This is an optimization exercise on Yosys and OpenROAD, whose aim is small area, not a production implementation.
At most, simulation tests tie the RTL to the original design; equivalence was not proved.

==> inputs of build 30 <==
// fir_sym_filter
module fir_sym_filter (
    input  logic               clk,
    input  logic               rst,
    input  logic               in_valid,
    input  logic               in_last,
    input  logic signed [15:0] in_sample,
    output logic               out_valid,
    output logic               out_last,
    output logic signed [31:0] out_sample
);
==> flow/config.mk <==
export PLATFORM = sky130hd
export DESIGN_NAME = fir_sym_filter
export DESIGN_NICKNAME = fir_sym_filter
export VERILOG_FILES = /design/flow/design.v
export SDC_FILE = /design/flow/constraint.sdc
export NUM_CORES = 4
export LEC_CHECK = 0
export CAP_MARGIN = 20
export CORE_MARGIN = 2
export CORE_UTILIZATION = 40
export SLEW_MARGIN = 20
export SYNTH_HIERARCHICAL = 1
export SYNTH_MINIMUM_KEEP_SIZE = 0
==> flow/constraint.sdc <==
create_clock -name core_clock -period 6.5 [get_ports {clk}]
set_input_delay 1.3000 -clock core_clock [delete_from_list [all_inputs] [get_ports {clk}]]
set_output_delay 1.3000 -clock core_clock [all_outputs]
set_load 0.01 [all_outputs]
run.sh (not shown) runs the stock make flow with config.mk's settings and CLKGATE_MAP_FILE= SYNTH_SCRIPT=/design/flow/synth_recipe.tcl, a recipe that flattens the netlist after the stock synthesis.
==> trial 95 (differences from build 30) <==
--- a/flow/design.v
+++ b/flow/design.v
@@ -24,69 +24,69 @@
 endmodule
 `default_nettype wire
 `timescale 1ns/1ps
 `default_nettype none
 module fir_tap_chain (
     input  logic signed [15:0] x0, x2, x3, x4, x5, x6, x8,
-    output logic signed [28:0] y
+    output logic [11:0] y_lo,      
+    output logic [16:0] y_h0, y_h1,   
+    output logic        y_c        
 );
     logic signed [16:0] a, b, c;
-    logic signed [15:0] d;
     logic [28:0] r0, r1;
     assign a = x0 + x8;
     assign b = x2 + x6;
     assign c = x3 + x5;
-    assign d = x4;
     logic fs0, fc0;
-    fir_fa u_fa0 (.a(d[0]), .b(d[1]), .c(d[4]), .s(fs0), .co(fc0));
+    fir_fa u_fa0 (.a(x4[0]), .b(x4[1]), .c(x4[4]), .s(fs0), .co(fc0));
     logic fs1, fc1;
-    fir_fa u_fa1 (.a(d[1]), .b(d[2]), .c(d[5]), .s(fs1), .co(fc1));
+    fir_fa u_fa1 (.a(x4[1]), .b(x4[2]), .c(x4[5]), .s(fs1), .co(fc1));
     logic hs0, hc0;
     fir_ha u_ha0 (.a((~a[6])), .b((~a[8])), .s(hs0), .co(hc0));
     logic fs2, fc2;
-    fir_fa u_fa2 (.a(d[2]), .b(d[3]), .c(d[6]), .s(fs2), .co(fc2));
+    fir_fa u_fa2 (.a(x4[2]), .b(x4[3]), .c(x4[6]), .s(fs2), .co(fc2));
     logic fs3, fc3;
     fir_fa u_fa3 (.a(a[7]), .b(a[9]), .c(a[11]), .s(fs3), .co(fc3));
     logic fs4, fc4;
-    fir_fa u_fa4 (.a(d[3]), .b(d[4]), .c(d[7]), .s(fs4), .co(fc4));
+    fir_fa u_fa4 (.a(x4[3]), .b(x4[4]), .c(x4[7]), .s(fs4), .co(fc4));
     logic fs5, fc5;
     fir_fa u_fa5 (.a(a[8]), .b(a[10]), .c(a[12]), .s(fs5), .co(fc5));
     logic fs6, fc6;
-    fir_fa u_fa6 (.a(d[4]), .b(d[5]), .c(d[8]), .s(fs6), .co(fc6));
+    fir_fa u_fa6 (.a(x4[4]), .b(x4[5]), .c(x4[8]), .s(fs6), .co(fc6));
     logic fs7, fc7;
     fir_fa u_fa7 (.a(a[9]), .b(a[11]), .c(a[13]), .s(fs7), .co(fc7));
     logic fs8, fc8;
-    fir_fa u_fa8 (.a(d[5]), .b(d[6]), .c(d[9]), .s(fs8), .co(fc8));
+    fir_fa u_fa8 (.a(x4[5]), .b(x4[6]), .c(x4[9]), .s(fs8), .co(fc8));
     logic fs9, fc9;
     fir_fa u_fa9 (.a(a[10]), .b(a[12]), .c(a[14]), .s(fs9), .co(fc9));
     logic fs10, fc10;
-    fir_fa u_fa10 (.a(d[6]), .b(d[7]), .c(d[10]), .s(fs10), .co(fc10));
+    fir_fa u_fa10 (.a(x4[6]), .b(x4[7]), .c(x4[10]), .s(fs10), .co(fc10));
     logic fs11, fc11;
     fir_fa u_fa11 (.a(a[11]), .b(a[13]), .c(a[15]), .s(fs11), .co(fc11));
     logic fs12, fc12;
-    fir_fa u_fa12 (.a(d[7]), .b(d[8]), .c(d[11]), .s(fs12), .co(fc12));
+    fir_fa u_fa12 (.a(x4[7]), .b(x4[8]), .c(x4[11]), .s(fs12), .co(fc12));
     logic fs13, fc13;
     fir_fa u_fa13 (.a(1'b1), .b(a[16]), .c(b[8]), .s(fs13), .co(fc13));
     logic hs1, hc1;
     fir_ha u_ha1 (.a((~a[12])), .b((~a[14])), .s(hs1), .co(hc1));
     logic fs14, fc14;
-    fir_fa u_fa14 (.a(d[8]), .b(d[9]), .c(d[12]), .s(fs14), .co(fc14));
+    fir_fa u_fa14 (.a(x4[8]), .b(x4[9]), .c(x4[12]), .s(fs14), .co(fc14));
     logic hs2, hc2;
-    fir_ha u_ha2 (.a(d[0]), .b((~a[1])), .s(hs2), .co(hc2));
+    fir_ha u_ha2 (.a(x4[0]), .b((~a[1])), .s(hs2), .co(hc2));
     logic fs15, fc15;
     fir_fa u_fa15 (.a(a[2]), .b(a[4]), .c(a[6]), .s(fs15), .co(fc15));
     logic fs16, fc16;
     fir_fa u_fa16 (.a(b[1]), .b(b[3]), .c(b[5]), .s(fs16), .co(fc16));
     logic fs17, fc17;
     fir_fa u_fa17 (.a(a[3]), .b(a[5]), .c(a[7]), .s(fs17), .co(fc17));
     logic fs18, fc18;
     fir_fa u_fa18 (.a(b[2]), .b(b[4]), .c(b[6]), .s(fs18), .co(fc18));
     logic fs19, fc19;
     fir_fa u_fa19 (.a(a[4]), .b(a[6]), .c(a[8]), .s(fs19), .co(fc19));
     logic fs20, fc20;
-    fir_fa u_fa20 (.a(d[0]), .b(d[3]), .c(b[0]), .s(fs20), .co(fc20));
+    fir_fa u_fa20 (.a(x4[0]), .b(x4[3]), .c(b[0]), .s(fs20), .co(fc20));
     logic fs21, fc21;
     fir_fa u_fa21 (.a(b[3]), .b(b[5]), .c(b[7]), .s(fs21), .co(fc21));
     logic fs22, fc22;
     fir_fa u_fa22 (.a(a[5]), .b(a[7]), .c(a[9]), .s(fs22), .co(fc22));
     logic fs23, fc23;
     fir_fa u_fa23 (.a(b[4]), .b(b[6]), .c(b[8]), .s(fs23), .co(fc23));
@@ -154,29 +154,29 @@
     fir_fa u_fa53 (.a(fc12), .b(fs14), .c(b[9]), .s(fs53), .co(fc53));
     logic fs54, fc54;
     fir_fa u_fa54 (.a(a[15]), .b(b[12]), .c(b[14]), .s(fs54), .co(fc54));
     logic fs55, fc55;
     fir_fa u_fa55 (.a(b[16]), .b(c[8]), .c(c[11]), .s(fs55), .co(fc55));
     logic fs56, fc56;
-    fir_fa u_fa56 (.a(a[13]), .b(hc1), .c(fc13), .s(fs56), .co(fc56));
+    fir_fa u_fa56 (.a((~c[15])), .b(a[13]), .c(hc1), .s(fs56), .co(fc56));
     logic fs57, fc57;
-    fir_fa u_fa57 (.a(d[9]), .b(d[10]), .c(d[13]), .s(fs57), .co(fc57));
+    fir_fa u_fa57 (.a(x4[9]), .b(x4[10]), .c(x4[13]), .s(fs57), .co(fc57));
     logic fs58, fc58;
     fir_fa u_fa58 (.a(fc14), .b(a[16]), .c(b[10]), .s(fs58), .co(fc58));
     logic fs59, fc59;
     fir_fa u_fa59 (.a(a[14]), .b(b[13]), .c(b[15]), .s(fs59), .co(fc59));
     logic fs60, fc60;
     fir_fa u_fa60 (.a(c[9]), .b(c[12]), .c(c[16]), .s(fs60), .co(fc60));
     logic fs61, fc61;
-    fir_fa u_fa61 (.a(d[10]), .b(d[11]), .c(d[14]), .s(fs61), .co(fc61));
+    fir_fa u_fa61 (.a(x4[10]), .b(x4[11]), .c(x4[14]), .s(fs61), .co(fc61));
     logic fs62, fc62;
     fir_fa u_fa62 (.a(1'b1), .b(b[11]), .c(b[16]), .s(fs62), .co(fc62));
     logic hs4, hc4;
     fir_ha u_ha4 (.a((~a[15])), .b((~b[14])), .s(hs4), .co(hc4));
     logic fs63, fc63;
-    fir_fa u_fa63 (.a(d[11]), .b(d[12]), .c((~d[15])), .s(fs63), .co(fc63));
+    fir_fa u_fa63 (.a(x4[11]), .b(x4[12]), .c((~x4[15])), .s(fs63), .co(fc63));
     logic hs5, hc5;
     fir_ha u_ha5 (.a((~a[1])), .b((~a[3])), .s(hs5), .co(hc5));
     logic fs64, fc64;
     fir_fa u_fa64 (.a(a[0]), .b(a[2]), .c(a[4]), .s(fs64), .co(fc64));
     logic hs6, hc6;
     fir_ha u_ha6 (.a((~b[1])), .b((~b[3])), .s(hs6), .co(hc6));
@@ -184,19 +184,19 @@
     fir_fa u_fa65 (.a(a[3]), .b(a[5]), .c(b[0]), .s(fs65), .co(fc65));
     logic fs66, fc66;
     fir_fa u_fa66 (.a(b[2]), .b(b[4]), .c(b[6]), .s(fs66), .co(fc66));
     logic hs7, hc7;
     fir_ha u_ha7 (.a((~c[3])), .b(c[5]), .s(hs7), .co(hc7));
     logic fs67, fc67;
-    fir_fa u_fa67 (.a(d[1]), .b(1'b1), .c(c[0]), .s(fs67), .co(fc67));
+    fir_fa u_fa67 (.a(x4[1]), .b(1'b1), .c(c[0]), .s(fs67), .co(fc67));
     logic fs68, fc68;
     fir_fa u_fa68 (.a(b[7]), .b(c[4]), .c((~c[6])), .s(fs68), .co(fc68));
     logic fs69, fc69;
     fir_fa u_fa69 (.a((~hc2)), .b(fs15), .c(fs16), .s(fs69), .co(fc69));
     logic fs70, fc70;
-    fir_fa u_fa70 (.a(d[2]), .b(c[1]), .c(c[7]), .s(fs70), .co(fc70));
+    fir_fa u_fa70 (.a(x4[2]), .b(c[1]), .c(c[7]), .s(fs70), .co(fc70));
     logic fs71, fc71;
     fir_fa u_fa71 (.a(b[8]), .b(c[5]), .c(fc15), .s(fs71), .co(fc71));
     logic fs72, fc72;
     fir_fa u_fa72 (.a(fc16), .b(fs17), .c(fs18), .s(fs72), .co(fc72));
     logic fs73, fc73;
     fir_fa u_fa73 (.a(b[9]), .b((~c[2])), .c(c[6]), .s(fs73), .co(fc73));
@@ -250,17 +250,17 @@
     fir_fa u_fa97 (.a((~fc45)), .b(fc46), .c(fc47), .s(fs97), .co(fc97));
     logic fs98, fc98;
     fir_fa u_fa98 (.a(fs13), .b((~fs49)), .c(fs50), .s(fs98), .co(fc98));
     logic fs99, fc99;
     fir_fa u_fa99 (.a(fs51), .b(fc48), .c((~fs52)), .s(fs99), .co(fc99));
     logic fs100, fc100;
-    fir_fa u_fa100 (.a(c[15]), .b(fc49), .c((~fc50)), .s(fs100), .co(fc100));
+    fir_fa u_fa100 (.a(fc13), .b((~fc49)), .c(fc50), .s(fs100), .co(fc100));
     logic fs101, fc101;
     fir_fa u_fa101 (.a(fc51), .b((~fs53)), .c(fs54), .s(fs101), .co(fc101));
     logic fs102, fc102;
-    fir_fa u_fa102 (.a(fs55), .b(fc52), .c(fs56), .s(fs102), .co(fc102));
+    fir_fa u_fa102 (.a(fs55), .b(fs56), .c(fc52), .s(fs102), .co(fc102));
     logic fs103, fc103;
     fir_fa u_fa103 (.a(fs57), .b(fc53), .c(fc55), .s(fs103), .co(fc103));
     logic fs104, fc104;
     fir_fa u_fa104 (.a(a[13]), .b(fc54), .c(fs59), .s(fs104), .co(fc104));
     logic fs105, fc105;
     fir_fa u_fa105 (.a(fs58), .b(fs60), .c(fc56), .s(fs105), .co(fc105));
@@ -274,23 +274,23 @@
     fir_fa u_fa109 (.a(fc61), .b(fs63), .c(a[16]), .s(fs109), .co(fc109));
     logic fs110, fc110;
     fir_fa u_fa110 (.a(b[12]), .b(c[11]), .c(c[14]), .s(fs110), .co(fc110));
     logic fs111, fc111;
     fir_fa u_fa111 (.a((~b[15])), .b(hc4), .c(fc62), .s(fs111), .co(fc111));
     logic fs112, fc112;
-    fir_fa u_fa112 (.a(d[12]), .b(d[13]), .c(1'b1), .s(fs112), .co(fc112));
+    fir_fa u_fa112 (.a(x4[12]), .b(x4[13]), .c(1'b1), .s(fs112), .co(fc112));
     logic fs113, fc113;
     fir_fa u_fa113 (.a(fc63), .b(b[13]), .c(b[16]), .s(fs113), .co(fc113));
     logic hs8, hc8;
     fir_ha u_ha8 (.a(c[12]), .b(c[15]), .s(hs8), .co(hc8));
     logic fs114, fc114;
-    fir_fa u_fa114 (.a(d[13]), .b(d[14]), .c(1'b1), .s(fs114), .co(fc114));
+    fir_fa u_fa114 (.a(x4[13]), .b(x4[14]), .c(1'b1), .s(fs114), .co(fc114));
     logic hs9, hc9;
     fir_ha u_ha9 (.a(b[14]), .b(c[13]), .s(hs9), .co(hc9));
     logic hs10, hc10;
-    fir_ha u_ha10 (.a(d[14]), .b((~d[15])), .s(hs10), .co(hc10));
+    fir_ha u_ha10 (.a(x4[14]), .b((~x4[15])), .s(hs10), .co(hc10));
     logic fs115, fc115;
     fir_fa u_fa115 (.a(a[0]), .b(a[2]), .c(b[1]), .s(fs115), .co(fc115));
     logic hs11, hc11;
     fir_ha u_ha11 (.a((~b[3])), .b((~c[0])), .s(hs11), .co(hc11));
     logic fs116, fc116;
     fir_fa u_fa116 (.a(b[0]), .b(b[2]), .c(b[4]), .s(fs116), .co(fc116));
@@ -346,19 +346,19 @@
     fir_fa u_fa141 (.a(fs95), .b(fc93), .c(fs96), .s(fs141), .co(fc141));
     logic fs142, fc142;
     fir_fa u_fa142 (.a(fc94), .b(fs97), .c((~fc95)), .s(fs142), .co(fc142));
     logic fs143, fc143;
     fir_fa u_fa143 (.a((~fs98)), .b(fc96), .c(fs99), .s(fs143), .co(fc143));
     logic fs144, fc144;
-    fir_fa u_fa144 (.a(fc97), .b((~fs100)), .c(fc98), .s(fs144), .co(fc144));
+    fir_fa u_fa144 (.a(fc97), .b(fs100), .c(fc98), .s(fs144), .co(fc144));
     logic fs145, fc145;
     fir_fa u_fa145 (.a(fs101), .b((~fs102)), .c(fc99), .s(fs145), .co(fc145));
     logic fs146, fc146;
-    fir_fa u_fa146 (.a(fc100), .b(fc101), .c(fs104), .s(fs146), .co(fc146));
+    fir_fa u_fa146 (.a(fc100), .b(fs103), .c((~fc101)), .s(fs146), .co(fc146));
     logic fs147, fc147;
-    fir_fa u_fa147 (.a(fs103), .b(fs105), .c(fc102), .s(fs147), .co(fc147));
+    fir_fa u_fa147 (.a((~fs104)), .b(fs105), .c(fc102), .s(fs147), .co(fc147));
     logic fs148, fc148;
     fir_fa u_fa148 (.a(fs106), .b(fc103), .c(fs107), .s(fs148), .co(fc148));
     logic fs149, fc149;
     fir_fa u_fa149 (.a((~fc104)), .b(fs108), .c(fc105), .s(fs149), .co(fc149));
     logic fs150, fc150;
     fir_fa u_fa150 (.a(fc106), .b(fs109), .c(fs110), .s(fs150), .co(fc150));
@@ -374,13 +374,13 @@
     fir_fa u_fa155 (.a(hc8), .b(hs9), .c(fc113), .s(fs155), .co(fc155));
     logic fs156, fc156;
     fir_fa u_fa156 (.a(1'b1), .b(fc114), .c(hs10), .s(fs156), .co(fc156));
     logic fs157, fc157;
     fir_fa u_fa157 (.a(b[15]), .b(c[14]), .c(hc9), .s(fs157), .co(fc157));
     logic fs158, fc158;
-    fir_fa u_fa158 (.a(d[15]), .b((~hc10)), .c(b[16]), .s(fs158), .co(fc158));
+    fir_fa u_fa158 (.a(x4[15]), .b((~hc10)), .c(b[16]), .s(fs158), .co(fc158));
     logic fs159, fc159;
     fir_fa u_fa159 (.a(b[0]), .b(b[2]), .c((~c[1])), .s(fs159), .co(fc159));
     logic fs160, fc160;
     fir_fa u_fa160 (.a(c[2]), .b((~a[1])), .c(hs11), .s(fs160), .co(fc160));
     logic fs161, fc161;
     fir_fa u_fa161 (.a((~hc11)), .b(fc115), .c(fs116), .s(fs161), .co(fc161));
@@ -408,17 +408,17 @@
     fir_fa u_fa172 (.a(fc136), .b(fs138), .c((~fc137)), .s(fs172), .co(fc172));
     logic fs173, fc173;
     fir_fa u_fa173 (.a(fc138), .b(fs140), .c((~fc139)), .s(fs173), .co(fc173));
     logic fs174, fc174;
     fir_fa u_fa174 (.a(fc140), .b(fs142), .c((~fc141)), .s(fs174), .co(fc174));
     logic fs175, fc175;
-    fir_fa u_fa175 (.a(fc142), .b(fs144), .c((~fc143)), .s(fs175), .co(fc175));
+    fir_fa u_fa175 (.a(fc142), .b(fs144), .c((~fs145)), .s(fs175), .co(fc175));
     logic fs176, fc176;
-    fir_fa u_fa176 (.a(fc144), .b((~fs146)), .c(fs147), .s(fs176), .co(fc176));
+    fir_fa u_fa176 (.a(fc144), .b(fs146), .c(fs147), .s(fs176), .co(fc176));
     logic fs177, fc177;
-    fir_fa u_fa177 (.a(fs148), .b(fs149), .c(fc147), .s(fs177), .co(fc177));
+    fir_fa u_fa177 (.a(fs148), .b(fc146), .c(fs149), .s(fs177), .co(fc177));
     logic fs178, fc178;
     fir_fa u_fa178 (.a(fs150), .b(fc148), .c(fs151), .s(fs178), .co(fc178));
     logic fs179, fc179;
     fir_fa u_fa179 (.a(fs152), .b(fc150), .c(fs153), .s(fs179), .co(fc179));
     logic fs180, fc180;
     fir_fa u_fa180 (.a(fs154), .b(fc152), .c(fs155), .s(fs180), .co(fc180));
@@ -458,17 +458,17 @@
     fir_fa u_fa196 (.a((~fs139)), .b(fc171), .c(fs172), .s(fs196), .co(fc196));
     logic fs197, fc197;
     fir_fa u_fa197 (.a((~fs141)), .b(fc172), .c(fs173), .s(fs197), .co(fc197));
     logic fs198, fc198;
     fir_fa u_fa198 (.a((~fs143)), .b(fc173), .c(fs174), .s(fs198), .co(fc198));
     logic fs199, fc199;
-    fir_fa u_fa199 (.a((~fs145)), .b(fc174), .c(fs175), .s(fs199), .co(fc199));
+    fir_fa u_fa199 (.a((~fc143)), .b(fc174), .c(fs175), .s(fs199), .co(fc199));
     logic fs200, fc200;
     fir_fa u_fa200 (.a((~fc145)), .b(fs176), .c(fc175), .s(fs200), .co(fc200));
     logic fs201, fc201;
-    fir_fa u_fa201 (.a((~fc146)), .b(fs177), .c(fc176), .s(fs201), .co(fc201));
+    fir_fa u_fa201 (.a(fc147), .b(fs177), .c(fc176), .s(fs201), .co(fc201));
     logic fs202, fc202;
     fir_fa u_fa202 (.a(fc149), .b(fs178), .c(fc177), .s(fs202), .co(fc202));
     logic fs203, fc203;
     fir_fa u_fa203 (.a(fc151), .b(fs179), .c(fc178), .s(fs203), .co(fc203));
     logic fs204, fc204;
     fir_fa u_fa204 (.a(fc153), .b(fs180), .c(fc179), .s(fs204), .co(fc204));
@@ -477,13 +477,15 @@
     logic fs206, fc206;
     fir_fa u_fa206 (.a(fc157), .b(fs182), .c(fc181), .s(fs206), .co(fc206));
     logic fs207, fc207;
     fir_fa u_fa207 (.a(c[16]), .b((~fc158)), .c(fc182), .s(fs207), .co(fc207));
     assign r0 = {1'b1, ~c[16], fs207, fs206, fs205, fs204, fs203, fs202, fs201, fs200, fs199, fs198, fs197, fs196, fs195, fs194, ~fs193, ~fs192, ~fs191, ~fs190, ~fs189, ~fs188, ~fs187, ~fs186, fs185, ~fs184, ~fs183, a[0], 1'b1};
     assign r1 = {1'b0, fc207, fc206, fc205, fc204, fc203, fc202, fc201, fc200, fc199, fc198, fc197, fc196, fc195, fc194, ~fc193, ~fc192, ~fc191, ~fc190, ~fc189, ~fc188, ~fc187, ~fc186, fc185, ~fc184, ~fc183, hc12, hs12, ~b[0]};
-    assign y  = r0 + r1;
+    assign {y_c, y_lo} = 13'(r0[11:0]) + 13'(r1[11:0]);
+    assign y_h0 = r0[28:12];
+    assign y_h1 = r1[28:12];
 endmodule
 `default_nettype wire
 `timescale 1ns/1ps
 `default_nettype none
 module fir_fold_line #(
     parameter int LINE_LEN = 16
@@ -571,14 +573,17 @@
 );
     logic               step;
     logic               flushing;
     logic               warm8;
     logic signed [15:0] head;
     logic [255:0]       line;
-    logic signed [28:0] y_next;
-    logic signed [28:0] y_q;
+    logic [11:0]      y_lo, y_lo_q;       
+    logic [16:0]      y_h0, y_h1;         
+    logic [16:0]      y_h0_q, y_h1_q;
+    logic               y_c, y_c_q;         
+    logic [28:0]        y_sum;
     fir_flush_ctrl u_ctrl (
         .clk       (clk),
         .rst       (rst),
         .in_valid  (in_valid),
         .in_last   (in_last),
         .step      (step),
@@ -600,14 +605,23 @@
         .x2 (line[9*16  +: 16]),
         .x3 (line[10*16 +: 16]),
         .x4 (line[11*16 +: 16]),
         .x5 (line[12*16 +: 16]),
         .x6 (line[13*16 +: 16]),
         .x8 (line[15*16 +: 16]),
-        .y  (y_next)
+        .y_lo (y_lo),
+        .y_h0 (y_h0),
+        .y_h1 (y_h1),
+        .y_c  (y_c)
     );
     always_ff @(posedge clk) begin
-        if (step) y_q <= y_next;
+        if (step) begin
+            y_lo_q <= y_lo;
+            y_h0_q <= y_h0;
+            y_h1_q <= y_h1;
+            y_c_q  <= y_c;
+        end
     end
-    assign out_sample = {{3{y_q[28]}}, y_q};
+    assign y_sum      = {y_h0_q + y_h1_q + 17'(y_c_q), y_lo_q};
+    assign out_sample = {{3{y_sum[28]}}, y_sum};
 endmodule
 `default_nettype wire
==> flow_metrics.tcl <==
set metrics [dict create \
    die-area_sq_um 48100 \
    drive_gt1_share_pct 8.34 \
    chipWidth_microns 219 \
    rrSetupSlack_ns 0.50 \
    holdPathEnd "u_line.line_q[9][3]" \
    synth_mux_area_share_pct 0.276 \
    cp_data_arrival_time_ns 6.23 \
    multi_input_cells 769 \
    status "finished clean" \
    synth_compound_area_share_pct 7.32 \
    max_slew_margin_pct 36.0 \
]
-- figures above: trial 95

==> flow_metrics.tcl <==
set metrics [dict create \
    setup_viol 9 \
    rrSetupSlack_ns -0.37 \
    synth_mux_area_share_pct 0.235 \
    die-area_sq_um 45500 \
    status "failed layout checks" \
    fin_ws_ns -0.372 \
    check.faults "setup timing" \
    holdPathEnd "u_line.line_q[9][1]" \
    cp_data_arrival_time_ns 7.23 \
]
-- figures above: build 30

The RTL of build 30 was laid out without a check of its function.

what the ideal ports hide:
Ports are ideal in the flow. The routed layouts listed here were re-timed in OpenROAD. Step 1, drivers: a clkbuf_16 drives clk and a buf_2 each remaining input, both assumed. Step 2 adds t to the input delays and takes it off the output delays; t is the mean of the earliest and latest rising clock arrival at the registers after step 1. Input paths then give back, and output paths get back, about the clock's delay inside the block. Three values: ideal ports, drivers, drivers and shift; two values: the first two.
run	shift t [ns]	setup WS [ns]	cell pins on the clock port's net
build 30	0.576	-0.372 / -0.372 / -0.372	1
trial 95	0.583	0.504 / 0.504 / 0.504	1
